This is an optimization exercise on Yosys and OpenROAD, whose aim is small area, not a production implementation. Function was checked by simulation only, so behaviour that the tests miss may differ from the original. Power figures rest on the tool's default switching activity, not on a simulated workload.

### flow/run.sh
#!/bin/bash
# Standard layout, with the clock tree built without dummy loads from clkbuf_8 leaf clusters,
# and the port buffers made with the smallest buffer cell.
set -euo pipefail
bash standard.sh \
  'CTS_ARGS=-sink_clustering_enable -repair_clock_nets -dont_use_dummy_load -buf_list sky130_fd_sc_hd__clkbuf_8 -sink_clustering_size 22 -sink_clustering_max_diameter 60' \
  'BUFFER_PORTS_ARGS=-buffer_cell sky130_fd_sc_hd__buf_1' \
  finish > standard.log 2>&1
### standard.sh
#!/bin/bash
# synth_recipe.tcl (not shown) runs the flow's synth.tcl, then flattens the netlist and writes it again
# the make line also repeats each setting of config.mk as NAME=value (left out here)
make -C /OpenROAD-flow-scripts/flow DESIGN_CONFIG=/design/flow/config.mk WORK_HOME=/design/flow/orfs CLKGATE_MAP_FILE= SYNTH_SCRIPT=/design/flow/synth_recipe.tcl "${@:-finish}"
### config.mk
export PLATFORM = sky130hd
export DESIGN_NAME = featuremap_streamer
export DESIGN_NICKNAME = featuremap_streamer
export VERILOG_FILES = /design/flow/design.v
export SDC_FILE = /design/flow/constraint.sdc
export NUM_CORES = 4
export LEC_CHECK = 0
export CAP_MARGIN = 20
export CORE_MARGIN = 2
export CORE_UTILIZATION = 45
export PLACE_DENSITY = 0.6
export SLEW_MARGIN = 20
### constraint.sdc
create_clock -name core_clock -period 5.0 [get_ports {clk}]
set_input_delay 1.0000 -clock core_clock [delete_from_list [all_inputs] [get_ports {clk}]]
set_output_delay 1.0000 -clock core_clock [all_outputs]
set_load 0.01 [all_outputs]
### design.v
module featuremap_streamer #(
  parameter int DATA_WIDTH = 24,
  parameter int IMG_W      = 12,
  parameter int IMG_H      = 12
) (
  input  logic                  clk,
  input  logic                  rst,
  input  logic                  wr_en,
  input  logic [DATA_WIDTH-1:0] wr_data,
  input  logic                  clr,
  input  logic                  start,
  output logic [DATA_WIDTH-1:0] data_out,
  output logic                  valid_out,
  output logic                  done,
  output logic                  busy,
  output logic                  frame_ready,
  output logic                  err
);
  localparam int N = IMG_W * IMG_H;
  localparam int PW = IMG_W + 4;
  localparam int PH = IMG_H + 4;
  localparam int BEATS = PW * PH;
  localparam int CNTW  = $clog2(BEATS) > $clog2(N) ? $clog2(BEATS) : $clog2(N);
  localparam int CW    = $clog2(PW);
  logic [CNTW-1:0]         cnt_q;
  logic                    busy_q;
  logic                    valid_q;
  logic                    frame_ready_q;
  logic                    err_q;
  logic [N*DATA_WIDTH-1:0] sr_q;
  logic                    idle;
  logic                    we;
  logic                    last;
  logic                    lead_end;
  logic                    go;
  logic                    interior;
  logic                    shift;
  logic [DATA_WIDTH-1:0]   tail;
  logic [DATA_WIDTH-1:0]   head;
  assign idle     = !busy_q;
  assign we       = idle && !clr && wr_en && !frame_ready_q;
  assign last     = (cnt_q == CNTW'(BEATS - 1));
  assign lead_end = (cnt_q == {CNTW{1'b1}});
  assign go       = idle && start && frame_ready_q && !clr;
  logic [CNTW-CW-1:0] row;
  logic [CW-1:0]      col;
  assign row      = cnt_q[CNTW-1:CW];
  assign col      = cnt_q[CW-1:0];
  assign interior = (row >= (CNTW-CW)'(2)) && (row < (CNTW-CW)'(IMG_H + 2)) &&
                    (col >= CW'(2)) && (col < CW'(IMG_W + 2));
  assign tail  = sr_q[N*DATA_WIDTH-1 -: DATA_WIDTH];
  assign head  = busy_q ? tail : wr_data;
  assign shift = we || (valid_q && interior);
  always_ff @(posedge clk) begin
    if (shift) sr_q <= {sr_q[(N-1)*DATA_WIDTH-1:0], head};
  end
  always_ff @(posedge clk or posedge rst) begin
    if (rst) begin
      cnt_q         <= '0;
      busy_q        <= 1'b0;
      valid_q       <= 1'b0;
      frame_ready_q <= 1'b0;
      err_q         <= 1'b0;
    end else begin
      if (busy_q) begin
        if (wr_en) err_q <= 1'b1;
        cnt_q <= cnt_q + CNTW'(1);
        if (valid_q) begin
          if (last) begin
            valid_q <= 1'b0;
            busy_q  <= 1'b0;
          end
        end else if (lead_end) begin
          valid_q <= 1'b1;
        end
      end else if (clr) begin
        cnt_q         <= '0;
        frame_ready_q <= 1'b0;
        err_q         <= 1'b0;
      end else begin
        if (wr_en) begin
          if (frame_ready_q) begin
            err_q <= 1'b1;
          end else begin
            cnt_q <= cnt_q + CNTW'(1);
            if (cnt_q == CNTW'(N - 1)) frame_ready_q <= 1'b1;
          end
        end
        if (go) begin
          busy_q <= 1'b1;
          cnt_q  <= {{(CNTW-1){1'b1}}, 1'b0};
        end
      end
    end
  end
  assign data_out    = (valid_q && interior) ? tail : '0;
  assign valid_out   = valid_q;
  assign done        = valid_q && last;
  assign busy        = busy_q;
  assign frame_ready = frame_ready_q;
  assign err         = err_q;
endmodule
==> results.cfg, run 1 <==
[critical_path]
crit_end = data_out[8]
setup.worst_path.start_class = register
r2r_cells = 7
worstPathArrival_ps = 2590
r2r_setup_slack_ps = 1880
crit_fanout = 25
path_class = register to primary output
reg2reg_from = cnt_q[5]
cp-end-kind = primary output
startpoint = cnt_q[5]
critPathRequiredTime_ps = 4000
worstReg2RegEnd = sr_q[368]

[place]
gp_congestion = 0.724
place_hpwl_um = 57300
place_area_um2 = 110000
io_buffers = 57

[synth]
yosysMostFrequentCell = edfxtp_1
synth_commonest_cells = edfxtp_1 (3456), mux2_2 (25), and2_1 (13), and2_2 (12), dfrtp_1 (12)
yosysTopAreaCell = edfxtp_1
synth_seq_cells = 3468
syn_inst = 3588
ys.flop_type = edfxtp_1
yosys-top-cells-area = edfxtp_1 (99%), dfrtp_1 (0.29%), mux2_2 (0.27%)
synth_nets = 3621
synth_cell_type_count = 32
async_flop_share = 0.00346
synth_edf_count = 3456
synth_area_um2 = 105000
synth_area_per_cell_um2 = 29.3
synth_top_area_frac = 0.989
synth-seq-area-share = 0.991
yosysWarnings = 1

[floorplanning]
floorplan.die.width_um = 487
rows = 177
core_um2 = 232000
ios = 58
die_y_um = 487
start_util = 0.452
die-area_um2 = 237000

[worst_hold_path]
hold_path.class = register to register

[timing]
rsz0062_at_grt = false
slew_violations = 0
finClkSkew_ps = 115
hold_viol = 0
finalSetupTns_ps = 0
fin_crit_ps = 3590
post-route-period-util = 0.719
finalSetupViolCount = 0
max_slew_margin = 0.306
worst_slew_pin_slew_ps = 1040
fmax_mhz = 278

[outcome]
status = timing/DRC/antenna clean

[cts]
clock_latency_ps = 960
cts_tree = done
root_buffer = clkbuf_8
cts.reportedPaths.clkPinSlew_ps = 110
cts.sinks = 3468
cts_buffers = 196
cts_buffer_depth = 3
post-cts-setup-buffer-count = 0
cts-htree-levels = 4

[detailed_routing]
drcViolationCount = 0
via_per_inst = 4.78
finalWirelength_um = 125000
first_iter_violations = 3382
wl_per_cell_um = 18.0
ant_nets = 0
vias = 33234
first_pass_iters = 5

[grt]
track_usage = 0.102
grt_pass1_vias = 31853
grt_start_max_net_pins = 178
grt_overflow = 0
grt_pass1_wl_um = 190000
antenna_found_initial = 6

[power_and_ir_drop]
p_leak_nw = 26.9
power_density_nw_per_um2 = 525
power_mw = 59.1
peakVddDrop_v = 0.000432

[layout]
stdcell_area_um2 = 113000
layout-drive-gt1-share = 0.0791
nets = 3942
syn2layout_area_growth_pct = 7.33

[run]
drv_cap = 0
timing repair:
item,4_1_cts,5_1_grt
endpoints found under the setup margin,0,0
gates resized for setup,0,0
hold buffers,1,0
endpoints found under the hold margin,12,0
metrics by stage:
step | instances | util | hold WS (ps) | setup slack (ps)
finish | 6957 | 0.485 | 304 | 1410
global route | 6954 | 0.485 | 215 | 1190
CTS | 6950 | 0.485 | 165 | 1230
detailed placement | 6753 | 0.473 | 405 | 1650
global placement | 6753 | 0.473 | 400 | 1720
floorplan | 3588 | - | 400 | -22280
worst max-delay path, stage by stage, from the launching register on:
cell and delay [ps]:
dfrtp_1 460, or3_1 390, nand4_1 120, nor2_2 40, buf_4 230, and2_2 240
buf_1 120
sequential cells by signal, indices dropped and copies added, names as in the netlist:
register       count
frame_ready_q      1
sr_q            3456
busy_q             1
cnt_q              8
valid_q            1
err_q              1
cell families (layout without fill, tap and decap cells):
group / after synthesis / count (layout) / share of synthesized area
AOI/OAI and AO/OA: 27 / 27 / 0.00173
adders and majority gates: 4 / 4 / 0.000477
buffers and inverters: 12 / 331 / 0.000620
DFF: 3468 / 3468 / 0.991
muxes: 26 / 26 / 0.00278
other: 0 / 7 / 0
and+or+nand+nor: 51 / 51 / 0.00292
layer usage:
| metal | vias up | GRT usage | wire length, um |
|---|---|---|---|
| li1 | 14993 | - | - |
| met1 | 17534 | 0.169 | 65700 |
| met2 | 465 | 0.135 | 51300 |
| met3 | 242 | 0.0212 | 4890 |
| met4 | 0 | 0.0329 | 3050 |
| met5 | - | 0 | 0 |
layout by cell type, fill, tap and decap left out:
cell,n
nand3b_1,1
nor2_2,2
mux2_2,25
o21ai_0,6
a41oi_1,1
and2_1,13
mux2i_1,1
or3_1,1
buf_1,57
inv_1,6
buf_4,35
a21o_1,1
o21bai_1,1
nand4_1,2
a31o_4,1
diode_2,7
edfxtp_1,3456
o22a_2,1
dfrtp_1,11
nor2_1,4
and2_2,12
o22a_1,3
ha_1,4
nor4_1,1
nand2_1,5
nor4b_1,1
and4_1,1
nand3_1,7
clkbuf_8,196
a21oi_1,7
dfrtp_2,1
buf_12,36
a22o_1,3
a31oi_1,2
a2bb2oi_1,1
dlygate4sd3_1,1
and3_1,1
cell type report:
type | instances | area (um2)
sequential | 3468 | 104000
tap | 3043 | 3810
fill | 17989 | 120000
timing repair buffer | 129 | 1210
inverter | 6 | 22.5
clock buffer | 196 | 2700
multi-input combinational | 108 | 841
antenna | 7 | 17.5
where the power goes:
| group | switching [mW] | leakage [nW] | internal (mW) |
|---|---|---|---|
| clock | 7.59 | 1.41 | 3.53 |
| sequential | 1.19 | 24.6 | 39.8 |
| combinational | 5.92 | 0.887 | 1.07 |
how the worst min path moves through the flow:
stage                 from         end  cells after the start
4_1_cts         wr_data[6]     sr_q[6]                      2
3_3_place_gp    sr_q[2454]  sr_q[2478]                      0
2_1_floorplan    sr_q[976]  sr_q[1000]                      0
6_report         sr_q[126]   sr_q[150]                      0
5_1_grt        wr_data[13]    sr_q[13]                      2
3_5_place_dp     sr_q[979]  sr_q[1003]                      0
==> run 2: changes to the inputs <==
==> flow/run.sh (replaced) <==
#!/bin/bash
# Standard layout, with the clock tree built without dummy loads from clkbuf_8 leaf clusters,
# and the port buffers made with the smallest buffer cell.
set -euo pipefail
bash standard.sh \
  'CTS_ARGS=-sink_clustering_enable -repair_clock_nets -dont_use_dummy_load -buf_list sky130_fd_sc_hd__clkbuf_8 -sink_clustering_size 20 -sink_clustering_max_diameter 80' \
  'BUFFER_PORTS_ARGS=-buffer_cell sky130_fd_sc_hd__buf_1' \
  finish > standard.log 2>&1
--- a/config.mk
+++ b/config.mk
@@ -5,8 +5,9 @@
 export SDC_FILE = /design/flow/constraint.sdc
 export NUM_CORES = 4
 export LEC_CHECK = 0
-export CAP_MARGIN = 20
+export CAP_MARGIN = 0
 export CORE_MARGIN = 2
 export CORE_UTILIZATION = 45
+export GPL_TIMING_DRIVEN = 0
 export PLACE_DENSITY = 0.6
-export SLEW_MARGIN = 20
+export SLEW_MARGIN = 0
==> run 2 against run 1 <==
Register-to-register slack worse by 1500 ps; power up 2.1%; clock skew up 29 ps; hold slack better by 5.1 ps; non-clock buffer count up 11; synthesized cell count unchanged; sequential power about the same; sequential share of layout area down 0.93 points; core utilization up 0.49 points; largest cell class unchanged.
==> results.cfg, run 2 <==
[place]
io_buffers = 57
gp_congestion = 0.708
post-place-ws_ps = -1470
place_hpwl_um = 54100
dp.cells = 6744

[critical_path]
startpoint = cnt_q[5]
cp_common_cell = buf_16
worstPathArrival_ps = 5220
r2r_cells = 16
crit_chain = or3_1 -> nand4_1 -> nor2_4 -> buf_6 -> a31o_4 -> buf_16 -> buf_16 -> buf_16 -> buf_16 -> buf_16 -> buf_16 -> buf_16 -> buf_16 -> buf_16 -> buf_16 -> bufbuf_16
setup.worst_path.start_class = register
cp_slowest_cell = dfrtp_1
slowest_delay_ps = 460
cp-end-kind = register
crit_fanout = 36
critPathRequiredTime_ps = 5630
path_class = register to register
reg2reg_from = cnt_q[5]

[timing]
fmax_mhz = 218
hold_viol = 0
setup_ws_ps = 408
finClkSkew_ps = 144
hold_slack_ps = 309
slew_violations = 0
rsz0062_at_grt = false
fin_crit_ps = 4590
worst_slew_pin_slew_ps = 776
post-route-period-util = 0.918
max_slew_margin = 0.483
finalSetupViolCount = 0

[detailed_routing]
first_pass_iters = 4
m1WireLength_um = 67800
wl_per_cell_um = 17.4
top_layer = met4
met2_length_um = 45700
via_per_inst = 4.76
ant_nets = 0
first_iter_violations = 3377
met3WireLength_um = 4320
vias = 33195
drcViolationCount = 0
finalWirelength_um = 121000

[synth]
synth-seq-area-share = 0.991
synth_area_um2 = 105000
yosysTopAreaCell = edfxtp_1
syn_inst = 3588
synth_cell_type_count = 32
yosysMostFrequentCell = edfxtp_1
synth_edf_count = 3456
synth_area_per_cell_um2 = 29.3
synth_commonest_cells = edfxtp_1 (3456), mux2_2 (25), and2_1 (13), and2_2 (12), dfrtp_1 (12)
synth_top_area_frac = 0.989
async_flop_share = 0.00346
yosys-top-cells-area = edfxtp_1 (99%), dfrtp_1 (0.29%), mux2_2 (0.27%)
yosysWarnings = 1
ys.flop_type = edfxtp_1
synth_seq_cells = 3468
synth_nets = 3621

[layout]
final_common_cell = edfxtp_1
stdcell_count = 6968
nets = 3955
largest_reg_flops = 3456
max_flop_register = sr_q
fill_cells = 17838
layout.cells.most_common_list = edfxtp_1 (3456), clkbuf_8 (196), buf_1 (57), buf_16 (50), mux2_2 (25)
multi_input_area_um2 = 863
seq_area_um2 = 104000
syn2layout_area_growth_pct = 8.43
layout-drive-gt1-share = 0.0819
fin_util = 0.490
largestRegisters = sr_q (3456), cnt_q (8)

[cts]
cts_tree = done
cts.sinks = 3468
cts.reportedPaths.clkPinSlew_ps = 120
cts_buffers = 196
root_buffer = clkbuf_8
clock_latency_ps = 920
cts_buffer_depth = 3
cts-htree-levels = 4

[floorplanning]
die_y_um = 487
ios = 58
core_um2 = 232000
rows = 177
start_util = 0.452
floorplan.die.width_um = 487
die-area_um2 = 237000

[power_and_ir_drop]
peakVddDrop_v = 0.000265
power_mw = 60.3
power_density_nw_per_um2 = 530
p_leak_nw = 27.3

[grt]
antenna_found_initial = 3
grt_start_max_net_pins = 74
track_usage = 0.0987
grt_pass1_wl_um = 187000
grt_pass1_vias = 31744
grt_overflow = 0

[worst_hold_path]
hold_depth = 0
min_from = sr_q[1432]
hold_path.class = register to register

[run]
drv_cap = 0

[outcome]
status = timing/DRC/antenna clean
run 2: final cells by class:
| class | instances | area share |
|---|---|---|
| inverters | 6 | 0.000198 |
| repair buffers | 134 | 0.0201 |
| plain buffers | 6 | 0.000374 |
| clock buffers | 196 | 0.0237 |
| diodes | 5 | 0.000110 |
| multi-input cells | 110 | 0.00759 |
| flip-flops and latches | 3468 | 0.914 |
| well taps | 3043 | 0.0335 |
run 2: worst max-delay path: cells and delay by family (launching register included):
family	cells	cell delay, ps
flops	1	460
compound gates	1	190
buf+inv	12	2990
simple gates	3	490
run 2: routing by layer:
layer / track usage / up-vias
li1: - / 15048
met5: 0 / -
met2: 0.117 / 359
met3: 0.0218 / 201
met4: 0.0334 / 0
met1: 0.173 / 17587
run 2: kinds of logic after synthesis:
logic type | count (synthesis) | share of synthesized area
muxes | 26 | 0.00278
DFF | 3468 | 0.991
buffers and inverters | 12 | 0.000620
adders and majority gates | 4 | 0.000477
and+or+nand+nor | 51 | 0.00292
AOI/OAI and AO/OA | 27 | 0.00173
run 2: timing repair:
item,4_1_cts,5_1_grt
hold buffers,1,0
buffers inserted,1,0
hold endpoints to repair,12,0
gates resized for setup,0,2
cloned,14,7
endpoints found under the setup margin,1618,710
run 2: worst paths after layout:
check,slack (ps),end
max in group asynchronous,4060,valid_q
setup reg to reg,410,sr_q[564]
setup / recovery,410,sr_q[564]
hold reg to reg,310,sr_q[1456]
min in group asynchronous,600,cnt_q[2]
hold / removal,310,sr_q[1456]
run 2: report_power, final:
part | internal, mW | leakage [nW] | switching, mW
registers | 39.7 | 24.6 | 1.00
logic | 2.16 | 1.35 | 6.30
clock network | 3.53 | 1.41 | 7.62
total | 45.4 | 27.3 | 14.9
run 2: metrics by stage:
step,TNS (ps),cell area [um2]
detailed placement,-1441580,110000
finish,0,114000
CTS,0,114000
floorplan,-,105000
global route,0,114000
global placement,-,109000
==> run 3: changes to the inputs <==
--- a/config.mk
+++ b/config.mk
@@ -8,6 +8,5 @@
 export CAP_MARGIN = 0
 export CORE_MARGIN = 2
 export CORE_UTILIZATION = 45
-export GPL_TIMING_DRIVEN = 0
 export PLACE_DENSITY = 0.6
 export SLEW_MARGIN = 0
==> run 3 against run 2 <==
Critical path depth decreased by 10; clock power about the same; routed wire length increased by 2.7%; clock skew decreased by 25 ps; power decreased by 2.1%; core utilization decreased by 0.50 points; non-clock buffer count decreased by 11; design area decreased by 1.0%; global-route usage increased by 0.33 points; fmax increased by 28%; via count decreased by 0.25%; sequential share of layout area increased by 0.94 points; critical path type is now register to primary output; critical endpoint is now done; largest cell class unchanged; highest routed layer unchanged.
==> results.cfg, run 3 <==
[outcome]
status = timing/DRC/antenna clean

[timing]
max_slew_margin = 0.365
setup_ws_ps = 1410
hold_viol = 0
worst_slew_pin_slew_ps = 953
fmax_mhz = 278
fin_crit_ps = 3590
finClkSkew_ps = 119
slew_violations = 0
post-route-period-util = 0.718
rsz0062_at_grt = false
finalSetupViolCount = 0
finalSetupTns_ps = 0

[power_and_ir_drop]
power_density_nw_per_um2 = 524
p_sw_mw = 14.7
p_int_mw = 44.4
switching_share = 0.248
peakVddDrop_v = 0.000435
clkPwrFrac = 0.188
combPwrFrac = 0.118
p_leak_nw = 26.9
p_seq_frac = 0.694
power_mw = 59.1

[critical_path]
crit_fanout = 7
setup.worst_path.start_class = register
critPathRequiredTime_ps = 4000
cp-end-kind = primary output
worstPathArrival_ps = 2590
path_class = register to primary output

[synth]
synth_edf_count = 3456
synth_top_area_frac = 0.989
synth_area_um2 = 105000
syn_inst = 3588
yosysWarnings = 1
yosys-top-cells-area = edfxtp_1 (99%), dfrtp_1 (0.29%), mux2_2 (0.27%)
synth_top_family_by_area = simple AND/OR/NAND/NOR gates
synth_cell_type_count = 32
synth_nets = 3621
synth_seq_cells = 3468
ys.flop_type = edfxtp_1
yosysMostFrequentCell = edfxtp_1
synth_compound_area_frac = 0.00173
synthMuxAreaShare = 0.00278
synth_xor_area_frac = 0
yosysTopAreaCell = edfxtp_1
synth-seq-area-share = 0.991
yosys.area_share.simple = 0.00292
synth_commonest_cells = edfxtp_1 (3456), mux2_2 (25), and2_1 (13), and2_2 (12), dfrtp_1 (12)
synth_area_per_cell_um2 = 29.3
synth_fa_ha_area_frac = 0.000477
async_flop_share = 0.00346

[worst_hold_path]
hold_path.class = register to register

[layout]
fill_cells = 17974
max_flop_register = sr_q
layout.cells.most_common_list = edfxtp_1 (3456), clkbuf_8 (196), buf_1 (57), buf_12 (36), buf_4 (35)
fin_util = 0.485
syn2layout_area_growth_pct = 7.33
final_common_cell = edfxtp_1
layout-drive-gt1-share = 0.0791
nets = 3942
largestRegisters = sr_q (3456), cnt_q (8)
largest_reg_flops = 3456

[detailed_routing]
met3WireLength_um = 4820
m1WireLength_um = 65100
first_iter_violations = 3378
top_layer = met4
vias = 33111
first_pass_iters = 5
via_per_inst = 4.76
drcViolationCount = 0
met2_length_um = 51700
ant_nets = 0
wl_per_cell_um = 17.9
finalWirelength_um = 125000

[cts]
cts_buffer_depth = 3
cts.reportedPaths.clkPinSlew_ps = 100
cts_buffers = 196
post-cts-setup-buffer-count = 0
clock_latency_ps = 930
root_buffer = clkbuf_8
cts-htree-levels = 4
cts_tree = done
cts.sinks = 3468

[place]
gp_congestion = 0.724
place_hpwl_um = 57300
post-place-ws_ps = 1650
io_buffers = 57

[floorplanning]
start_util = 0.452
rows = 177
die_y_um = 487
die-area_um2 = 237000
ios = 58
floorplan.die.width_um = 487
core_um2 = 232000

[grt]
grt_start_max_net_pins = 178
grt_pass1_vias = 31902
grt_pass1_wl_um = 190000
grt_overflow = 0
track_usage = 0.102
antenna_found_initial = 5

[run]
drv_cap = 0
==> run 3: cell counts after synthesis <==
Identical to the previous run, type by type.
==> run 3: power groups by stage <==
stage          sequential, mW  combinational, mW  clock, mW
2_1_floorplan            36.8               1.20          0
4_1_cts                  41.1               7.27       11.9
6_report                 41.0               7.00       11.1
3_3_place_gp             41.6               7.08          0
3_5_place_dp             41.5               7.36          0
5_1_grt                  41.3               7.87       12.8
==> run 3: area by class of cell <==
class                      count  area, um2  area share
multi-input combinational    108        841     0.00746
timing repair buffer         129       1210      0.0107
inverter                       6       22.5    0.000200
clock buffer                 196       2700      0.0239
tap                         3043       3810      0.0338
antenna                        3       7.51   0.0000666
sequential                  3468     104000       0.924
==> run 3: worst max-delay path, cell delays in order (launching register included) <==
cell,delay [ps]
dfrtp_1,470
ha_1,270
and3_1,200
nand3_1,140
nor2_1,200
ha_1,220
buf_1,160
==> run 3: per-layer routing <==
layer  global-route usage  vias to the layer above
li1                     -                    14995
met1                0.168                    17493
met2                0.135                      415
met3               0.0211                      208
met4               0.0322                        0
met5                    0                        -
==> run 3: logic make-up (layout without fill, tap and decap cells) <==
group	after synthesis	after routing
AND/OR/NAND/NOR	51	51
buffers and inverters	12	331
adder cells (fa/ha/maj)	4	4
AO/OA/AOI/OAI	27	27
multiplexers	26	26
other	0	3
flip-flops	3468	3468
==> run 3: repair_timing <==
item,CTS,global route
endpoints found under the setup margin,0,0
hold buffers,1,0
endpoints found under the hold margin,12,0
gates resized for setup,0,0
==> run 3: path summary, 6_finish.rpt <==
check,start,end,slack (ps),cells after the start
worst max-delay path,cnt_q[1],done,1410,6
worst min-delay path,sr_q[295],sr_q[319],330,0
worst max register to register,cnt_q[0],sr_q[323],1870,8
worst min register to register,sr_q[295],sr_q[319],330,0
max in group asynchronous,rst,busy_q,4050,3
min in group asynchronous,rst,err_q,600,3
==> run 3: through the flow <==
stage	instances	hold WS (ps)	area (um2)
floorplan	3588	400	105000
global placement	6753	400	110000
detailed placement	6753	405	110000
CTS	6950	197	113000
global route	6953	230	113000
finish	6953	329	113000
==> run 4: changes to the inputs <==
--- a/config.mk
+++ b/config.mk
@@ -5,8 +5,8 @@
 export SDC_FILE = /design/flow/constraint.sdc
 export NUM_CORES = 4
 export LEC_CHECK = 0
-export CAP_MARGIN = 0
+export CAP_MARGIN = 20
 export CORE_MARGIN = 2
 export CORE_UTILIZATION = 45
 export PLACE_DENSITY = 0.6
-export SLEW_MARGIN = 0
+export SLEW_MARGIN = 20
==> run 4 against run 3 <==
Sequential power about the same; sequential cell count unchanged; core utilization unchanged; count of clock-buffer cells in the layout unchanged; hold slack unchanged; non-clock buffer count unchanged; largest power group unchanged; clock power about the same; global-route usage unchanged; highest routed layer unchanged.
==> results.cfg, run 4 <==
[outcome]
status = timing/DRC/antenna clean

[cts]
cts_tree = done
post-cts-setup-buffer-count = 0
cts.reportedPaths.clkPinSlew_ps = 100
clock_latency_ps = 930
cts_buffer_depth = 3
cts-htree-levels = 4
ctsResizeCount = 0
holdBufCountCts = 1
root_buffer = clkbuf_8
cts.sinks = 3468
cts_buffers = 196

[power_and_ir_drop]
power_mw = 59.1
combPwrFrac = 0.118
p_int_mw = 44.4
power_density_nw_per_um2 = 524
p_seq_frac = 0.694
peakVddDrop_v = 0.000435
p_sw_mw = 14.7
clkPwrFrac = 0.188
switching_share = 0.248
p_leak_nw = 26.9

[critical_path]
cp_slowest_cell = dfrtp_1
cp_common_cell = ha_1
worstPathArrival_ps = 2590
crit_end = done
startpoint = cnt_q[1]
cp-end-kind = primary output
slowest_delay_ps = 470
setup.worst_path.start_class = register
crit_chain = ha_1 -> and3_1 -> nand3_1 -> nor2_1 -> ha_1 -> buf_1
crit_fanout = 7
r2r_setup_slack_ps = 1870
r2r_cells = 8
worstReg2RegEnd = sr_q[323]
path_class = register to primary output
reg2reg_from = cnt_q[0]
critPathRequiredTime_ps = 4000

[grt]
grt_pass1_wl_um = 190000
antenna_found_initial = 5
grt_overflow = 0
grt_pass1_vias = 31902
track_usage = 0.102
grt_start_max_net_pins = 178

[floorplanning]
ios = 58
die_y_um = 487
start_util = 0.452
rows = 177
core_um2 = 232000
floorplan.die.width_um = 487
die-area_um2 = 237000

[run]
drv_cap = 0

[detailed_routing]
via_per_inst = 4.76
ant_nets = 0
finalWirelength_um = 125000
vias = 33111
first_iter_violations = 3378
wl_per_cell_um = 17.9
drcViolationCount = 0
first_pass_iters = 5

[synth]
yosysWarnings = 1
ys.flop_type = edfxtp_1
yosysTopAreaCell = edfxtp_1
syn_inst = 3588
synth_top_area_frac = 0.989
synth_area_um2 = 105000
synth_area_per_cell_um2 = 29.3
synth_top_family_by_area = simple AND/OR/NAND/NOR gates
synth_nets = 3621
synth_seq_cells = 3468
synth_compound_area_frac = 0.00173
synth_xor_area_frac = 0
synth_edf_count = 3456
yosys-top-cells-area = edfxtp_1 (99%), dfrtp_1 (0.29%), mux2_2 (0.27%)
synth-seq-area-share = 0.991
synth_commonest_cells = edfxtp_1 (3456), mux2_2 (25), and2_1 (13), and2_2 (12), dfrtp_1 (12)
yosysMostFrequentCell = edfxtp_1
synth_fa_ha_area_frac = 0.000477
synthMuxAreaShare = 0.00278
synth_cell_type_count = 32
yosys.area_share.simple = 0.00292
async_flop_share = 0.00346

[layout]
largest_reg_flops = 3456
fill_cells = 17974
stdcell_count = 6953
largestRegisters = sr_q (3456), cnt_q (8)
layout.cells.most_common_list = edfxtp_1 (3456), clkbuf_8 (196), buf_1 (57), buf_12 (36), buf_4 (35)
final_common_cell = edfxtp_1
max_flop_register = sr_q
syn2layout_area_growth_pct = 7.33
layout-drive-gt1-share = 0.0791
nets = 3942

[timing]
finClkSkew_ps = 119
hold_slack_ps = 329
fmax_mhz = 278
max_slew_margin = 0.365
slew_violations = 0
worst_slew_pin_slew_ps = 953
hold_viol = 0
fin_crit_ps = 3590
finalSetupViolCount = 0
finalSetupTns_ps = 0
post-route-period-util = 0.718
rsz0062_at_grt = false

[worst_hold_path]
hold_path.class = register to register

[place]
io_buffers = 57
gp_congestion = 0.724
place_hpwl_um = 57300
dp.cells = 6753
## run 4: cell counts after synthesis
No cell type changed its count.
## run 4: worst max-delay path, delay by kind of cell, from the launching register on
kind	cells	cell delay (ps)
buffers and inverters	1	160
adders and majority gates	2	490
DFF	1	470
and+or+nand+nor	3	540
## run 4: worst min path at each step
stage | end | slack (ps) | cells after the start | startpoint
floorplan | sr_q[1000] | 400 | 0 | sr_q[976]
global placement | sr_q[2478] | 400 | 0 | sr_q[2454]
detailed placement | sr_q[1003] | 400 | 0 | sr_q[979]
CTS | sr_q[6] | 200 | 2 | wr_data[6]
global route | sr_q[15] | 230 | 2 | wr_data[15]
finish | sr_q[319] | 330 | 0 | sr_q[295]
## run 4: cells by family (layout without fill, tap and decap cells)
| logic type | after synthesis | count (layout) |
|---|---|---|
| DFF | 3468 | 3468 |
| and+or+nand+nor | 51 | 51 |
| AOI/OAI and AO/OA | 27 | 27 |
| muxes | 26 | 26 |
| buffers and inverters | 12 | 331 |
| adders and majority gates | 4 | 4 |
| other | 0 | 3 |
## run 4: final cells by class
type | instances | area, um2 | share of cell area
Tap cell | 3043 | 3810 | 0.0338
Inverter | 6 | 22.5 | 0.000200
Sequential cell | 3468 | 104000 | 0.924
Multi-Input combinational cell | 108 | 841 | 0.00746
Clock buffer | 196 | 2700 | 0.0239
Timing Repair Buffer | 129 | 1210 | 0.0107
Antenna cell | 3 | 7.51 | 0.0000666
## run 4: power by group through the flow
stage / Combinational [mW] / Clock (mW) / Sequential [mW]
floorplan: 1.20 / 0 / 36.8
finish: 7.00 / 11.1 / 41.0
global placement: 7.08 / 0 / 41.6
CTS: 7.27 / 11.9 / 41.1
global route: 7.87 / 12.8 / 41.3
detailed placement: 7.36 / 0 / 41.5
## run 4: layer usage
metal / global-route usage / vias up / wire [um] / share of wire
li1: - / 14995 / - / -
met1: 0.168 / 17493 / 65100 / 0.52
met2: 0.135 / 415 / 51700 / 0.41
met3: 0.0211 / 208 / 4820 / 0.039
met4: 0.0322 / 0 / 2890 / 0.023
met5: 0 / - / 0 / 0
## run 4: metrics by stage
stage,instance area (um2),util,worst slack [ps]
floorplan,105000,-,-22280
global placement,110000,0.473,1720
detailed placement,110000,0.473,1650
CTS,113000,0.485,1220
global route,113000,0.485,1180
finish,113000,0.485,1410
==> run 5: changes to the inputs <==
--- a/config.mk
+++ b/config.mk
@@ -7,6 +7,6 @@
 export LEC_CHECK = 0
 export CAP_MARGIN = 20
 export CORE_MARGIN = 2
-export CORE_UTILIZATION = 45
-export PLACE_DENSITY = 0.6
+export CORE_UTILIZATION = 60
+export PLACE_DENSITY = 0.7
 export SLEW_MARGIN = 20
==> run 5 against run 4 <==
Combinational power increased by 2%; sequential cell count unchanged; sequential share of layout area increased by 0.61 points; global-route usage increased by 2.8 points; design area decreased by 0.66%; core utilization increased by 16 points; still clean; highest routed layer unchanged; largest cell class unchanged; clock power about the same; critical path depth unchanged; count of clock-buffer cells in the layout decreased by 5; routed wire length decreased by 4.8%; clock skew decreased by 51 ps; power decreased by 0.34%.
==> results.cfg, run 5 <==
[layout]
largest_reg_flops = 3456
largestRegisters = sr_q (3456), cnt_q (8)
layout.cells.most_common_list = edfxtp_1 (3456), clkbuf_8 (191), buf_1 (57), buf_4 (57), buf_12 (39)
final_common_cell = edfxtp_1
layout-drive-gt1-share = 0.0835
fin_util = 0.644
max_flop_register = sr_q
stdcell_count = 6254
syn2layout_area_growth_pct = 6.62
nets = 3962

[synth]
synth_xor_area_frac = 0
synth_fa_ha_area_frac = 0.000477
yosys-top-cells-area = edfxtp_1 (99%), dfrtp_1 (0.29%), mux2_2 (0.27%)
synthMuxAreaShare = 0.00278
yosysWarnings = 1
synth_edf_count = 3456
synth_area_per_cell_um2 = 29.3
yosysTopAreaCell = edfxtp_1
synth_area_um2 = 105000
synth_seq_cells = 3468
synth_nets = 3621
yosys.area_share.simple = 0.00292
synth_commonest_cells = edfxtp_1 (3456), mux2_2 (25), and2_1 (13), and2_2 (12), dfrtp_1 (12)
synth-seq-area-share = 0.991
syn_inst = 3588
synth_compound_area_frac = 0.00173
synth_cell_type_count = 32
synth_top_area_frac = 0.989
ys.flop_type = edfxtp_1
synth_top_family_by_area = simple AND/OR/NAND/NOR gates
yosysMostFrequentCell = edfxtp_1
async_flop_share = 0.00346

[timing]
slew_violations = 0
hold_viol = 0
worst_slew_pin_slew_ps = 908
finClkSkew_ps = 67.8
fin_crit_ps = 3560
finalSetupViolCount = 0
hold_slack_ps = 374
post-route-period-util = 0.711
rsz0062_at_grt = false
finalSetupTns_ps = 0
fmax_mhz = 281
setup_ws_ps = 1440
max_slew_margin = 0.395

[detailed_routing]
drcViolationCount = 0
ant_nets = 0
first_iter_violations = 3322
wl_per_cell_um = 19.0
vias = 33141
finalWirelength_um = 119000
via_per_inst = 5.30
first_pass_iters = 5

[worst_hold_path]
hold_path.class = register to register

[cts]
cts_buffer_depth = 3
root_buffer = clkbuf_8
holdBufCountCts = 1
clock_latency_ps = 940
cts.sinks = 3468
cts.reportedPaths.clkPinSlew_ps = 110
cts-htree-levels = 4
cts_tree = done
post-cts-setup-buffer-count = 0
cts_buffers = 191
ctsResizeCount = 0

[grt]
track_usage = 0.130
grt_use_met1 = 0.224
grt_use_met2 = 0.169
antenna_found_initial = 6
grt_pass1_vias = 31152
grt_overflow = 0
busiest_layer = met1
grt_start_max_net_pins = 155
grt_pass1_wl_um = 180000
grt_use_met3 = 0.0274

[floorplanning]
rows = 153
core_um2 = 174000
floorplan.die.width_um = 422
die_y_um = 422
ios = 58
die-area_um2 = 178000
start_util = 0.604

[critical_path]
worstPathArrival_ps = 2560
critPathRequiredTime_ps = 4000
crit_fanout = 25
setup.worst_path.start_class = register
path_class = register to primary output
cp-end-kind = primary output

[power_and_ir_drop]
peakVddDrop_v = 0.000451
power_density_nw_per_um2 = 526
p_leak_nw = 27.0

[place]
place_hpwl_um = 56300
gp_congestion = 0.762
post-place-ws_ps = 1630
io_buffers = 57
dp.cells = 6060

[outcome]
status = timing/DRC/antenna clean

[run]
drv_cap = 0
[run 5: cell families after synthesis]
logic type	after synthesis
AO/OA/AOI/OAI	27
adder cells (fa/ha/maj)	4
buffers and inverters	12
AND/OR/NAND/NOR	51
flip-flops	3468
multiplexers	26
[run 5: final timing paths]
check	startpoint	to	slack, ps	cells past startpoint
setup / recovery	cnt_q[5]	data_out[8]	1440	6
hold / removal	sr_q[1552]	sr_q[1576]	370	0
setup reg to reg	cnt_q[5]	sr_q[1713]	1900	7
hold reg to reg	sr_q[1552]	sr_q[1576]	370	0
max in group asynchronous	rst	cnt_q[3]	4050	3
min in group asynchronous	rst	err_q	630	3
[run 5: stage by stage]
step,cell area (um2),total power [mW]
2_1_floorplan,105000,38.0
3_3_place_gp,109000,48.7
3_5_place_dp,109000,49.0
4_1_cts,112000,59.8
5_1_grt,112000,61.7
6_report,112000,58.9
[run 5: area by class of cell]
| class | count | area, um2 |
|---|---|---|
| Multi-Input combinational cell | 108 | 841 |
| Timing Repair Buffer | 154 | 1430 |
| Sequential cell | 3468 | 104000 |
| Clock buffer | 191 | 2630 |
| Antenna cell | 2 | 5.00 |
| Fill cell | 10891 | 61900 |
| Inverter | 6 | 22.5 |
| Tap cell | 2325 | 2910 |
[run 5: worst max-delay path: stages (launching register included)]
cell	delay, ps
dfrtp_1	480
or3_1	400
nand4_1	120
nor2_2	40
buf_4	240
and2_2	240
buf_1	120
[run 5: where the power goes]
| part | leakage [nW] | switching, mW | internal, mW | total [mW] |
|---|---|---|---|---|
| sequential | 24.6 | 1.20 | 39.8 | 41.0 |
| combinational | 1.03 | 5.87 | 1.25 | 7.13 |
| clock | 1.37 | 7.32 | 3.45 | 10.8 |
[run 5: routing by layer]
layer  part of all wire  vias up
met5                  0        -
met4              0.024        0
met3              0.042      195
met2               0.41      492
met1               0.52    17428
li1                   -    15026
==> run 6: changes to the inputs <==
==> flow/run.sh (replaced) <==
#!/bin/bash
# Standard layout, except: the enable net of the frame register gets a one-level buffer tree
# (flow/enable_tree.tcl, run after the placement resize), the clock tree is built without dummy
# loads from clkbuf_8 clusters, and the port buffers use the smallest buffer cell.
set -euo pipefail
here=$(pwd)
bash standard.sh \
  'CTS_ARGS=-sink_clustering_enable -repair_clock_nets -dont_use_dummy_load -buf_list sky130_fd_sc_hd__clkbuf_8 -sink_clustering_size 20 -sink_clustering_max_diameter 80' \
  'BUFFER_PORTS_ARGS=-buffer_cell sky130_fd_sc_hd__buf_1' \
  "POST_RESIZE_TCL=$here/flow/enable_tree.tcl" \
  finish > standard.log 2>&1
==> flow/enable_tree.tcl (new file) <==
# Rebuild the buffer tree on the flip-flop enable net as one level of K buffers, each driving the
# enable pins of one cluster of flip-flops, in place of the deeper tree repair_design builds.
proc et_is_buffer { inst } {
  set m [[$inst getMaster] getName]
  return [regexp {^sky130_fd_sc_hd__(buf|clkbuf)_[0-9]+$} $m]
}
set et_k 16
set et_cell sky130_fd_sc_hd__buf_8
set block [ord::get_db_block]
# The enable pins: DE of every enable flip-flop.
set de_pins {}
foreach inst [$block getInsts] {
  if { [[$inst getMaster] getName] eq "sky130_fd_sc_hd__edfxtp_1" } {
    lappend de_pins [$inst findITerm DE]
  }
}
puts "enable_tree: [llength $de_pins] enable pins"
# Walk back from each enable pin through buffers to the net driven by logic.
set bufs [dict create]
set roots [dict create]
foreach it $de_pins {
  set net [$it getNet]
  while { 1 } {
    set drv ""
    foreach t [$net getITerms] { if { [$t isOutputSignal] } { set drv $t } }
    if { $drv eq "" } { break }
    set di [$drv getInst]
    if { ![et_is_buffer $di] } { break }
    dict set bufs [$di getName] 1
    set net [[$di findITerm A] getNet]
  }
  dict set roots [$net getName] 1
}
puts "enable_tree: roots [dict keys $roots], [dict size $bufs] buffers"
if { [dict size $roots] == 1 && [dict size $bufs] > 0 } {
  remove_buffers {*}[dict keys $bufs]
  set root [lindex [dict keys $roots] 0]
  # Cluster the pins on the root net: sort by y into bands, then each band by x.
  set pts {}
  foreach it $de_pins {
    set inst [$it getInst]
    set bb [$inst getBBox]
    lappend pts [list [expr {([$bb xMin] + [$bb xMax]) / 2}] [expr {([$bb yMin] + [$bb yMax]) / 2}] [$inst getName]]
  }
  set n [llength $pts]
  set nb [expr { int(sqrt($et_k)) }]
  set nx [expr { $et_k / $nb }]
  set pts [lsort -integer -index 1 $pts]
  set per_band [expr { ($n + $nb - 1) / $nb }]
  set idx 0
  for { set b 0 } { $b < $nb } { incr b } {
    set band [lsort -integer -index 0 [lrange $pts [expr {$b * $per_band}] [expr {($b + 1) * $per_band - 1}]]]
    set m [llength $band]
    set per [expr { ($m + $nx - 1) / $nx }]
    for { set c 0 } { $c < $nx } { incr c } {
      set grp [lrange $band [expr {$c * $per}] [expr {($c + 1) * $per - 1}]]
      if { [llength $grp] == 0 } { continue }
      set sx 0; set sy 0; set pins {}
      foreach p $grp {
        set sx [expr {$sx + [lindex $p 0]}]
        set sy [expr {$sy + [lindex $p 1]}]
        lappend pins [get_pins "[lindex $p 2]/DE"]
      }
      set dbu [$block getDbUnitsPerMicron]
      set cx [expr {double($sx) / [llength $grp] / $dbu}]
      set cy [expr {double($sy) / [llength $grp] / $dbu}]
      insert_buffer -buffer_cell $et_cell -net [get_nets $root] -load_pins $pins \
        -location [list $cx $cy] -buffer_name "enbuf_$idx" -net_name "enbuf_net_$idx"
      incr idx
    }
  }
  puts "enable_tree: inserted $idx $et_cell buffers on $root"
  estimate_parasitics -placement
  repair_design -verbose
}
--- a/config.mk
+++ b/config.mk
@@ -7,6 +7,6 @@
 export LEC_CHECK = 0
 export CAP_MARGIN = 20
 export CORE_MARGIN = 2
-export CORE_UTILIZATION = 60
-export PLACE_DENSITY = 0.7
+export CORE_UTILIZATION = 45
+export PLACE_DENSITY = 0.6
 export SLEW_MARGIN = 20
==> run 6 against run 5 <==
Largest power group unchanged; non-clock buffer count is 54 lower; critical path type is now register to register; critical path depth rose by 1; cell count grew 11%; still clean on timing, DRC and antenna.
==> results.cfg, run 6 <==
[outcome]
status = timing/DRC/antenna clean

[synth]
yosysWarnings = 1
synth_cell_type_count = 32
yosysMostFrequentCell = edfxtp_1
synth_nets = 3621
syn_inst = 3588
yosys.area_share.simple = 0.00292
synth_seq_cells = 3468
synth_xor_area_frac = 0
synth_area_per_cell_um2 = 29.3
synth-seq-area-share = 0.991
synth_top_family_by_area = simple AND/OR/NAND/NOR gates
async_flop_share = 0.00346
yosys-top-cells-area = edfxtp_1 (99%), dfrtp_1 (0.29%), mux2_2 (0.27%)
synth_area_um2 = 105000
synth_top_area_frac = 0.989
ys.flop_type = edfxtp_1
synth_edf_count = 3456
synth_commonest_cells = edfxtp_1 (3456), mux2_2 (25), and2_1 (13), and2_2 (12), dfrtp_1 (12)
synthMuxAreaShare = 0.00278
yosysTopAreaCell = edfxtp_1
synth_fa_ha_area_frac = 0.000477
synth_compound_area_frac = 0.00173

[floorplanning]
floorplan.die.width_um = 487
start_util = 0.452
ios = 58
die-area_um2 = 237000
core_um2 = 232000
rows = 177
die_y_um = 487

[power_and_ir_drop]
power_density_nw_per_um2 = 525
p_leak_nw = 26.8
peakVddDrop_v = 0.000489

[timing]
hold_slack_ps = 332
post-route-period-util = 0.759
max_slew_margin = 0.284
worst_slew_pin_slew_ps = 1080
hold_viol = 0
finClkSkew_ps = 102
slew_violations = 0
rsz0062_at_grt = false
fmax_mhz = 264
finalSetupViolCount = 0
fin_crit_ps = 3800
finalSetupTns_ps = 0

[critical_path]
worstReg2RegEnd = sr_q[339]
startpoint = cnt_q[2]
setup.worst_path.start_class = register
cp-end-kind = register
reg2reg_from = cnt_q[2]
worstPathArrival_ps = 4300
crit_end = sr_q[339]
crit_fanout = 115
critPathRequiredTime_ps = 5500
r2r_cells = 7
path_class = register to register
r2r_setup_slack_ps = 1200

[layout]
layout.cells.most_common_list = edfxtp_1 (3456), clkbuf_8 (195), buf_1 (57), mux2_2 (25), buf_16 (24)
stdcell_count = 6926
largestRegisters = sr_q (3456), cnt_q (8)
nets = 3912
syn2layout_area_growth_pct = 7.25
max_flop_register = sr_q
final_common_cell = edfxtp_1
layout-drive-gt1-share = 0.0720
largest_reg_flops = 3456

[detailed_routing]
vias = 33067
first_pass_iters = 5
wl_per_cell_um = 18.1
via_per_inst = 4.77
first_iter_violations = 3696
ant_nets = 0
drcViolationCount = 0
finalWirelength_um = 126000

[place]
place_hpwl_um = 53100
dp.cells = 6700
gp_congestion = 0.724
io_buffers = 57

[run]
drv_cap = 0

[cts]
cts.reportedPaths.clkPinSlew_ps = 120
cts-htree-levels = 4
cts_buffer_depth = 3
root_buffer = clkbuf_8
clock_latency_ps = 970
post-cts-setup-buffer-count = 0
cts_buffers = 195
cts.sinks = 3468
cts_tree = done

[grt]
antenna_found_initial = 4
grt_pass1_wl_um = 187000
grt_overflow = 0
grt_start_max_net_pins = 217
track_usage = 0.101
grt_pass1_vias = 31360

[worst_hold_path]
hold_path.class = primary input to register
hold_depth = 2
## run 6: cell types whose count changed in the layout (fill, tap and decap cells not counted)
cell      delta
buf_12      -39
buf_16      +24
buf_4       -55
buf_8       +16
clkbuf_8     +4
dfrtp_1      -1
dfrtp_2      +1
diode_2      +4
## run 6: logic make-up after synthesis
logic type | Yosys count
DFF | 3468
AOI/OAI and AO/OA | 27
buffers and inverters | 12
muxes | 26
and+or+nand+nor | 51
adders and majority gates | 4
## run 6: power by group
group          internal, mW  total, mW  switching (mW)
Combinational          1.03       7.00            5.97
Sequential             39.8       41.0            1.18
Clock                  3.51       11.1            7.59
Total                  44.4       59.1            14.7
## run 6: what timing repair did
item,in CTS,in global routing
gates resized for setup,0,0
hold endpoints to repair,12,0
hold buffers,1,0
## run 6: routing by layer
| layer | track usage | part of all wire | up-vias |
|---|---|---|---|
| met3 | 0.0215 | 0.038 | 239 |
| met1 | 0.167 | 0.53 | 17488 |
| met4 | 0.0323 | 0.024 | 0 |
| li1 | - | - | 14930 |
| met2 | 0.133 | 0.41 | 410 |
| met5 | 0 | 0 | - |
## run 6: worst max-delay path: stages (launching register included)
cell and delay (ps):
dfrtp_1 470, nand3_1 140, nand4_1 150, nor2_2 140, buf_4 330, a31o_4 820
buf_8 630, buf_16 490
## run 6: layout make-up
type                       instances  area (um2)
antenna                            6        15.0
clock buffer                     195        2680
fill                           17987      120000
inverter                           6        22.5
multi-input combinational        108         841
sequential                      3468      104000
tap                             3043        3810
timing repair buffer             100        1140
## run 6: worst min path at each step
stage                 end        start  slack, ps
2_1_floorplan  sr_q[1000]    sr_q[976]        400
3_3_place_gp   sr_q[2478]   sr_q[2454]        400
4_1_cts          sr_q[15]  wr_data[15]        160
5_1_grt          sr_q[15]  wr_data[15]        210
6_report         sr_q[10]  wr_data[10]        330
## run 6: per-stage QoR
stage	util	power [mW]	setup slack (ps)	instance area [um2]
final	0.485	59.1	1200	113000
after global routing	0.485	62.0	969	113000
after CTS	0.482	59.9	1030	112000
after detailed placement	0.470	48.6	1020	109000
after global placement	0.473	48.7	1720	110000
after floorplan	-	38.0	-22280	105000
==> run 7: changes to the inputs <==
--- a/config.mk
+++ b/config.mk
@@ -5,8 +5,8 @@
 export SDC_FILE = /design/flow/constraint.sdc
 export NUM_CORES = 4
 export LEC_CHECK = 0
-export CAP_MARGIN = 20
+export CAP_MARGIN = 0
 export CORE_MARGIN = 2
 export CORE_UTILIZATION = 45
 export PLACE_DENSITY = 0.6
-export SLEW_MARGIN = 20
+export SLEW_MARGIN = 0
==> run 7 against run 6 <==
Global-route usage unchanged; still clean on timing, DRC and antenna; clock power about the same; clock skew about the same; critical endpoint is now sr_q[368].
==> results.cfg, run 7 <==
[outcome]
status = timing/DRC/antenna clean

[detailed_routing]
first_pass_iters = 7
drcViolationCount = 0
vias = 33081
first_iter_violations = 3770
wl_per_cell_um = 18.1
ant_nets = 0
via_per_inst = 4.78
finalWirelength_um = 125000

[cts]
cts_buffer_depth = 3
cts-htree-levels = 4
cts_buffers = 195
cts.sinks = 3468
root_buffer = clkbuf_8
cts.reportedPaths.clkPinSlew_ps = 120
holdBufCountCts = 1
cts_tree = done
ctsResizeCount = 0
post-cts-setup-buffer-count = 0
clock_latency_ps = 970

[power_and_ir_drop]
peakVddDrop_v = 0.000491
clkPwrFrac = 0.188
combPwrFrac = 0.114
switching_share = 0.249
p_seq_frac = 0.697
p_sw_mw = 14.7
p_leak_nw = 26.7
p_int_mw = 44.2
power_density_nw_per_um2 = 524

[timing]
max_slew_margin = 0.285
rsz0062_at_grt = false
finalSetupTns_ps = 0
worst_slew_pin_slew_ps = 1080
fmax_mhz = 264
finClkSkew_ps = 102
hold_viol = 0
slew_violations = 0
post-route-period-util = 0.758
fin_crit_ps = 3790
finalSetupViolCount = 0

[grt]
track_usage = 0.101
antenna_found_initial = 4
grt_overflow = 0
grt_pass1_vias = 31360
grt_pass1_wl_um = 187000
grt_start_max_net_pins = 217

[critical_path]
critPathRequiredTime_ps = 5500
crit_fanout = 117
setup.worst_path.start_class = register
r2r_setup_slack_ps = 1210
cp-end-kind = register
path_class = register to register
worstPathArrival_ps = 4290

[synth]
synth_seq_cells = 3468
synth_cell_type_count = 32
synth_top_area_frac = 0.989
synth_commonest_cells = edfxtp_1 (3456), mux2_2 (25), and2_1 (13), and2_2 (12), dfrtp_1 (12)
synth-seq-area-share = 0.991
synth_nets = 3621
yosysMostFrequentCell = edfxtp_1
ys.flop_type = edfxtp_1
yosysWarnings = 1
syn_inst = 3588
synth_area_per_cell_um2 = 29.3
async_flop_share = 0.00346
synth_area_um2 = 105000
synth_edf_count = 3456
yosys-top-cells-area = edfxtp_1 (99%), dfrtp_1 (0.29%), mux2_2 (0.27%)
yosysTopAreaCell = edfxtp_1

[layout]
nets = 3904
largest_reg_flops = 3456
fin_util = 0.484
final_common_cell = edfxtp_1
largestRegisters = sr_q (3456), cnt_q (8)
max_flop_register = sr_q
fill_cells = 18013
syn2layout_area_growth_pct = 7.05
layout.cells.most_common_list = edfxtp_1 (3456), clkbuf_8 (195), buf_1 (57), mux2_2 (25)
layout-drive-gt1-share = 0.0700

[floorplanning]
core_um2 = 232000
floorplan.die.width_um = 487
rows = 177
ios = 58
die_y_um = 487
die-area_um2 = 237000
start_util = 0.452

[place]
gp_congestion = 0.724
io_buffers = 57
place_hpwl_um = 53100

[run]
drv_cap = 0

[worst_hold_path]
hold_path.class = primary input to register
## run 7: metrics by stage
stage | area, um2 | hold slack [ps] | instances | total power, mW | setup slack [ps]
2_1_floorplan | 105000 | 400 | 3588 | 38.0 | -22280
3_3_place_gp | 110000 | 400 | 6753 | 48.7 | 1720
3_5_place_dp | 109000 | 405 | 6700 | 48.6 | 1020
4_1_cts | 112000 | 159 | 6896 | 59.9 | 1030
5_1_grt | 112000 | 209 | 6918 | 61.8 | 971
6_report | 112000 | 338 | 6918 | 58.9 | 1210
## run 7: worst paths after layout
kind,endpoint,cells past startpoint,start
worst max register to register,sr_q[368],7,cnt_q[2]
min in group asynchronous,frame_ready_q,3,rst
max in group asynchronous,busy_q,3,rst
worst max-delay path,sr_q[368],7,cnt_q[2]
worst min register to register,sr_q[2079],0,sr_q[2055]
worst min-delay path,sr_q[10],2,wr_data[10]
## run 7: kinds of logic (layout without fill, tap and decap cells)
logic type | count (synthesis) | in the layout | synth area share
adders and majority gates | 4 | 4 | 0.000477
AOI/OAI and AO/OA | 27 | 27 | 0.00173
other | 0 | 6 | 0
and+or+nand+nor | 51 | 51 | 0.00292
muxes | 26 | 26 | 0.00278
DFF | 3468 | 3468 | 0.991
buffers and inverters | 12 | 293 | 0.000620
## run 7: metal layers
metal  global-route usage  vias to the layer above  routed length (um)
met5                    0                        -                   0
met1                0.167                    17461               65900
met2                0.133                      475               51400
met3               0.0215                      237                5040
li1                     -                    14908                   -
met4               0.0323                        0                2970
## run 7: area by class of cell
class	count	area (um2)	share of cell area
clock buffers	195	2680	0.0239
multi-input cells	108	841	0.00748
repair buffers	92	920	0.00818
inverters	6	22.5	0.000200
diodes	6	15.0	0.000134
well taps	3043	3810	0.0339
flip-flops and latches	3468	104000	0.926
## run 7: power groups by stage
| stage | registers (mW) | logic, mW | clock network (mW) |
|---|---|---|---|
| after floorplan | 36.8 | 1.20 | 0 |
| after global placement | 41.6 | 7.08 | 0 |
| after CTS | 41.5 | 6.48 | 11.9 |
| after global routing | 41.4 | 7.54 | 12.8 |
| final | 41.1 | 6.74 | 11.1 |
## run 7: critical path, cell delays in order, from the launching register on
cell	delay, ps
dfrtp_1	480
nand3_1	130
nand4_1	140
nor2_2	140
buf_4	330
a31o_4	830
buf_8	650
buf_16	460
==> run 8: changes to the inputs <==
--- a/flow/enable_tree.tcl
+++ b/flow/enable_tree.tcl
@@ -4,8 +4,8 @@
   set m [[$inst getMaster] getName]
   return [regexp {^sky130_fd_sc_hd__(buf|clkbuf)_[0-9]+$} $m]
 }
-set et_k 16
-set et_cell sky130_fd_sc_hd__buf_8
+set et_k 12
+set et_cell sky130_fd_sc_hd__buf_16
 set block [ord::get_db_block]
 # The enable pins: DE of every enable flip-flop.
 set de_pins {}
--- a/config.mk
+++ b/config.mk
@@ -5,8 +5,8 @@
 export SDC_FILE = /design/flow/constraint.sdc
 export NUM_CORES = 4
 export LEC_CHECK = 0
-export CAP_MARGIN = 0
+export CAP_MARGIN = 20
 export CORE_MARGIN = 2
 export CORE_UTILIZATION = 45
 export PLACE_DENSITY = 0.6
-export SLEW_MARGIN = 0
+export SLEW_MARGIN = 20
==> run 8 against run 7 <==
Register-to-register slack lost 190 ps; via count about the same; design area about the same; count of clock-buffer cells in the layout is 1 lower; sequential cell count unchanged; critical path depth grew 1; routed wire length shrank 0.74%; clock power about the same; critical path type unchanged; largest cell class unchanged.
==> results.cfg, run 8 <==
[outcome]
status = timing/DRC/antenna clean

[power_and_ir_drop]
power_density_nw_per_um2 = 525
p_leak_nw = 26.7
peakVddDrop_v = 0.000717

[detailed_routing]
vias = 33087
wl_per_cell_um = 18.0
drcViolationCount = 0
first_pass_iters = 5
finalWirelength_um = 124000
first_iter_violations = 3619
ant_nets = 0
via_per_inst = 4.79

[timing]
finalSetupTns_ps = 0
rsz0062_at_grt = false
post-route-period-util = 0.796
fin_crit_ps = 3980
finClkSkew_ps = 84.8
worst_slew_pin_slew_ps = 1140
max_slew_margin = 0.240
slew_violations = 0
fmax_mhz = 251
finalSetupViolCount = 0
hold_viol = 0

[synth]
syn_inst = 3588
yosys-top-cells-area = edfxtp_1 (99%), dfrtp_1 (0.29%), mux2_2 (0.27%)
synth-seq-area-share = 0.991
yosysMostFrequentCell = edfxtp_1
yosysTopAreaCell = edfxtp_1
synth_area_per_cell_um2 = 29.3
async_flop_share = 0.00346
ys.flop_type = edfxtp_1
synth_commonest_cells = edfxtp_1 (3456), mux2_2 (25), and2_1 (13), and2_2 (12), dfrtp_1 (12)
synth_seq_cells = 3468
yosysWarnings = 1
synth_edf_count = 3456
synth_nets = 3621
synth_top_area_frac = 0.989
synth_cell_type_count = 32
synth_area_um2 = 105000

[critical_path]
cp_top_family = buffers and inverters
crit_fanout = 114
cp_common_cell = buf_16
critPathRequiredTime_ps = 5550
cp-end-kind = register
worstPathArrival_ps = 4530
r2r_setup_slack_ps = 1020
crit_chain = or3_1 -> nand4_1 -> nor2_2 -> buf_4 -> a31o_4 -> buf_16 -> buf_16 -> buf_16
path_class = register to register
cp_slowest_cell = a31o_4
setup.worst_path.start_class = register
slowest_delay_ps = 880
crit_buf_inv = 4

[cts]
cts.sinks = 3468
cts_tree = done
root_buffer = clkbuf_8
cts.reportedPaths.clkPinSlew_ps = 110
cts_buffers = 194
clock_latency_ps = 940
cts_buffer_depth = 3
cts-htree-levels = 4

[grt]
grt_use_met3 = 0.0231
grt_use_met2 = 0.130
grt_start_max_net_pins = 289
grt_pass1_vias = 31123
busiest_layer = met1
grt_use_met1 = 0.168
antenna_found_initial = 5
track_usage = 0.101
grt_pass1_wl_um = 187000
grt_overflow = 0

[layout]
layout.cells.most_common_list = edfxtp_1 (3456), clkbuf_8 (194), buf_1 (57), mux2_2 (25), buf_16 (25)
syn2layout_area_growth_pct = 7.04
stdcell_count = 6909
final_common_cell = edfxtp_1
max_flop_register = sr_q
stdcell_area_um2 = 112000
nets = 3896
largestRegisters = sr_q (3456), cnt_q (8)
largest_reg_flops = 3456
layout-drive-gt1-share = 0.0681

[floorplanning]
core_um2 = 232000
die_y_um = 487
rows = 177
start_util = 0.452
die-area_um2 = 237000
floorplan.die.width_um = 487
ios = 58

[place]
dp.cells = 6696
gp_congestion = 0.724
place_area_um2 = 109000
place_hpwl_um = 52500
io_buffers = 57

[run]
drv_cap = 0

[worst_hold_path]
hold_path.class = primary input to register
-- run 8: through the flow --
stage | hold slack (ps) | total power, mW | setup WS [ps] | util
after global placement | 400 | 48.7 | 1720 | 0.473
after global routing | 216 | 61.8 | 789 | 0.484
after CTS | 177 | 59.9 | 1230 | 0.482
after detailed placement | 405 | 48.6 | 1180 | 0.471
after floorplan | 400 | 38.0 | -22280 | -
final | 335 | 58.9 | 1020 | 0.484
-- run 8: path summary, 6_finish.rpt --
check	start	to	cells after the start
max in group asynchronous	rst	busy_q	3
min in group asynchronous	rst	err_q	3
max reg2reg	cnt_q[5]	sr_q[59]	8
min reg2reg	sr_q[2055]	sr_q[2079]	0
min	wr_data[13]	sr_q[13]	2
max	cnt_q[5]	sr_q[59]	8
-- run 8: timing repair --
action	CTS	global route
hold buffers	1	0
setup buffers	0	0
hold endpoints to repair	12	0
gates resized for setup	0	0
-- run 8: area by class of cell --
cell class	instances	area, um2
repair buffers	85	927
clock buffers	194	2670
diodes	5	12.5
fillers	18003	120000
well taps	3043	3810
inverters	6	22.5
multi-input cells	108	841
flip-flops and latches	3468	104000
-- run 8: report_power, final --
| group | switching (mW) | total [mW] | internal [mW] |
|---|---|---|---|
| Sequential | 1.18 | 41.1 | 39.9 |
| Clock | 7.59 | 11.1 | 3.50 |
| Combinational | 5.89 | 6.76 | 0.867 |
-- run 8: cell families (layout without fill, tap and decap cells) --
logic type,Yosys count,in the layout,synth area share
AO/OA/AOI/OAI,27,27,0.00173
adder cells (fa/ha/maj),4,4,0.000477
buffers and inverters,12,285,0.000620
flip-flops,3468,3468,0.991
multiplexers,26,26,0.00278
other,0,5,0
AND/OR/NAND/NOR,51,51,0.00292
-- run 8: layer usage --
| metal | up-vias | wire length (um) | share of wire |
|---|---|---|---|
| met5 | - | 0 | 0 |
| met4 | 0 | 2830 | 0.023 |
| met3 | 242 | 5250 | 0.042 |
| met2 | 444 | 50700 | 0.41 |
| met1 | 17506 | 65600 | 0.53 |
| li1 | 14895 | - | - |
==> run 9: changes to the inputs <==
--- a/flow/enable_tree.tcl
+++ b/flow/enable_tree.tcl
@@ -4,7 +4,7 @@
   set m [[$inst getMaster] getName]
   return [regexp {^sky130_fd_sc_hd__(buf|clkbuf)_[0-9]+$} $m]
 }
-set et_k 12
+set et_k 16
 set et_cell sky130_fd_sc_hd__buf_16
 set block [ord::get_db_block]
 # The enable pins: DE of every enable flip-flop.
==> run 9 against run 8 <==
Still clean; area after synthesis unchanged; core utilization fell by 0.096 points; register-to-register slack better by 850 ps; via count did not move; non-clock buffer count fell by 8; first-iteration DRC count is 5.7% higher; critical path depth decreased by 2; critical path type is now register to primary output; critical endpoint is now done; largest cell class unchanged.
==> results.cfg, run 9 <==
[worst_hold_path]
hold_end = sr_q[391]
hold_depth = 0
hold_path.class = register to register
min_from = sr_q[367]

[cts]
cts.reportedPaths.clkPinSlew_ps = 110
cts-htree-levels = 4
cts_tree = done
cts.sinks = 3468
post-cts-setup-buffer-count = 0
cts_buffers = 194
clock_latency_ps = 940
root_buffer = clkbuf_8
cts_buffer_depth = 3

[synth]
syn_inst = 3588
synth_area_per_cell_um2 = 29.3
synth_area_um2 = 105000
yosys-top-cells-area = edfxtp_1 (99%), dfrtp_1 (0.29%), mux2_2 (0.27%)
yosysTopAreaCell = edfxtp_1
synth_seq_cells = 3468
synth_edf_count = 3456
synth_top_area_frac = 0.989
ys.flop_type = edfxtp_1
synth_commonest_cells = edfxtp_1 (3456), mux2_2 (25), and2_1 (13), and2_2 (12), dfrtp_1 (12)
synth_nets = 3621
yosysMostFrequentCell = edfxtp_1
synth-seq-area-share = 0.991
synth_cell_type_count = 32
yosysWarnings = 1
async_flop_share = 0.00346

[floorplanning]
ios = 58
rows = 177
die-area_um2 = 237000
start_util = 0.452
core_um2 = 232000
die_y_um = 487
floorplan.die.width_um = 487

[timing]
finalSetupViolCount = 0
slew_violations = 0
worst_slew_pin_slew_ps = 1060
fin_crit_ps = 3610
rsz0062_at_grt = false
fmax_mhz = 277
hold_viol = 0
post-route-period-util = 0.722
max_slew_margin = 0.294
finClkSkew_ps = 84.0
finalSetupTns_ps = 0

[detailed_routing]
wl_per_cell_um = 18.0
via_per_inst = 4.80
finalWirelength_um = 125000
ant_nets = 0
first_iter_violations = 3825
first_pass_iters = 7
drcViolationCount = 0
vias = 33087

[critical_path]
setup.worst_path.start_class = register
reg2reg_from = cnt_q[2]
worstReg2RegEnd = sr_q[1879]
r2r_setup_slack_ps = 1870
crit_fanout = 7
r2r_cells = 7
cp-end-kind = primary output
path_class = register to primary output
critPathRequiredTime_ps = 4000
worstPathArrival_ps = 2610

[layout]
largestRegisters = sr_q (3456), cnt_q (8)
final_common_cell = edfxtp_1
layout.cells.most_common_list = edfxtp_1 (3456), clkbuf_8 (194), buf_1 (57), mux2_2 (25), buf_16 (17)
syn2layout_area_growth_pct = 6.83
max_flop_register = sr_q
largest_reg_flops = 3456
layout-drive-gt1-share = 0.0662
fill_cells = 18033
nets = 3888
fin_util = 0.483

[run]
drv_cap = 0

[grt]
track_usage = 0.101
grt_overflow = 0
antenna_found_initial = 3
grt_pass1_vias = 31304
grt_start_max_net_pins = 217
grt_pass1_wl_um = 187000

[power_and_ir_drop]
power_density_nw_per_um2 = 525
p_leak_nw = 26.6
power_mw = 58.8
peakVddDrop_v = 0.000665

[outcome]
status = timing/DRC/antenna clean

[place]
io_buffers = 57
place_hpwl_um = 53100
gp_congestion = 0.724
run 9: cell counts after synthesis:
No cell type changed its count.
run 9: timing repair:
| action | CTS | global route |
|---|---|---|
| hold endpoints to repair | 12 | 0 |
| resized for setup | 0 | 0 |
| hold buffers | 1 | 0 |
run 9: kinds of logic (layout without fill, tap and decap cells):
kind of cell	Yosys count	in the layout	synth area share
multiplexers	26	26	0.00278
flip-flops	3468	3468	0.991
adder cells (fa/ha/maj)	4	4	0.000477
other	0	4	0
AO/OA/AOI/OAI	27	27	0.00173
AND/OR/NAND/NOR	51	51	0.00292
buffers and inverters	12	277	0.000620
run 9: worst max-delay path by stage:
stage / from / end / slack, ps
after floorplan: clr / sr_q[0] / -22280
after global placement: clr / sr_q[1713] / 1720
after detailed placement: clr / sr_q[3276] / 1780
after CTS: cnt_q[5] / data_out[14] / 1220
after global routing: cnt_q[0] / data_out[8] / 1140
final: cnt_q[1] / done / 1390
run 9: cell type report:
type | count | area [um2] | area share
Antenna cell | 4 | 10.0 | 0.0000893
Clock buffer | 194 | 2670 | 0.0238
Inverter | 6 | 22.5 | 0.000201
Multi-Input combinational cell | 108 | 841 | 0.00750
Sequential cell | 3468 | 104000 | 0.928
Tap cell | 3043 | 3810 | 0.0340
Timing Repair Buffer | 77 | 707 | 0.00630
run 9: critical path, cell delays in order, from the launching register on:
cell and delay [ps]:
dfrtp_1 470, ha_1 270, and3_1 200, nand3_1 130, nor2_1 220, ha_1 220
buf_1 160
run 9: routing by layer:
| layer | GRT usage | part of all wire | vias up |
|---|---|---|---|
| met5 | 0 | 0 | - |
| met4 | 0.0311 | 0.022 | 0 |
| met3 | 0.0216 | 0.039 | 202 |
| met2 | 0.132 | 0.41 | 465 |
| met1 | 0.168 | 0.53 | 17536 |
| li1 | - | - | 14884 |
run 9: report_power, final:
part	switching, mW	internal (mW)	total (mW)
Sequential	1.19	40.1	41.3
Combinational	5.85	0.663	6.51
Clock	7.57	3.50	11.1
Total	14.6	44.2	58.8
run 9: stage by stage:
step	worst slack (ps)	cell area, um2	hold slack, ps	instances
after global placement	1720	110000	400	6753
after CTS	1220	112000	173	6896
after detailed placement	1780	109000	405	6701
final	1390	112000	329	6900
after floorplan	-22280	105000	400	3588
after global routing	1140	112000	219	6900

port drivers added, routing unchanged:
In the flow no input, the clock included, has a driving cell. The finished layouts below were timed again as built, in two steps.
Step 1 sets driving cells, clkbuf_16 on the clock port and buf_2 on the other inputs (assumed; they add their load-dependent delay and slew).
Step 2, shift: input delay + t, output delay - t, t = (earliest + latest rising clock arrival at the registers) / 2. This alone moves slack from input paths to output paths.
Slacks: ideal ports / drivers / drivers and shift; pairs: ideal ports / drivers.
run | t (ns) | slack for setup (ns) | latest minus earliest clock arrival (ns)
run 1 | 0.992 | 1.406 / 1.331 / 1.707 | 0.137 / 0.137
run 2 | 0.963 | 0.408 / 0.408 / 0.144 | 0.200 / 0.200
run 3 | 0.968 | 1.408 / 1.325 / 1.708 | 0.147 / 0.146
run 4 | 0.968 | 1.408 / 1.325 / 1.708 | 0.147 / 0.146
run 5 | 0.977 | 1.444 / 1.369 / 1.689 | 0.070 / 0.070
run 6 | 1.006 | 1.205 / 1.205 / 1.117 | 0.127 / 0.127
run 7 | 1.000 | 1.209 / 1.209 / 1.097 | 0.126 / 0.127
run 8 | 0.995 | 1.021 / 1.021 / 0.874 | 0.126 / 0.126
run 9 | 0.991 | 1.388 / 1.307 / 1.689 | 0.111 / 0.111
After both steps setup and hold are still met in every run listed. For run 2, which loses most, drivers alone change the setup slack by 0.000 ns; drivers and shift together by -0.264 ns.
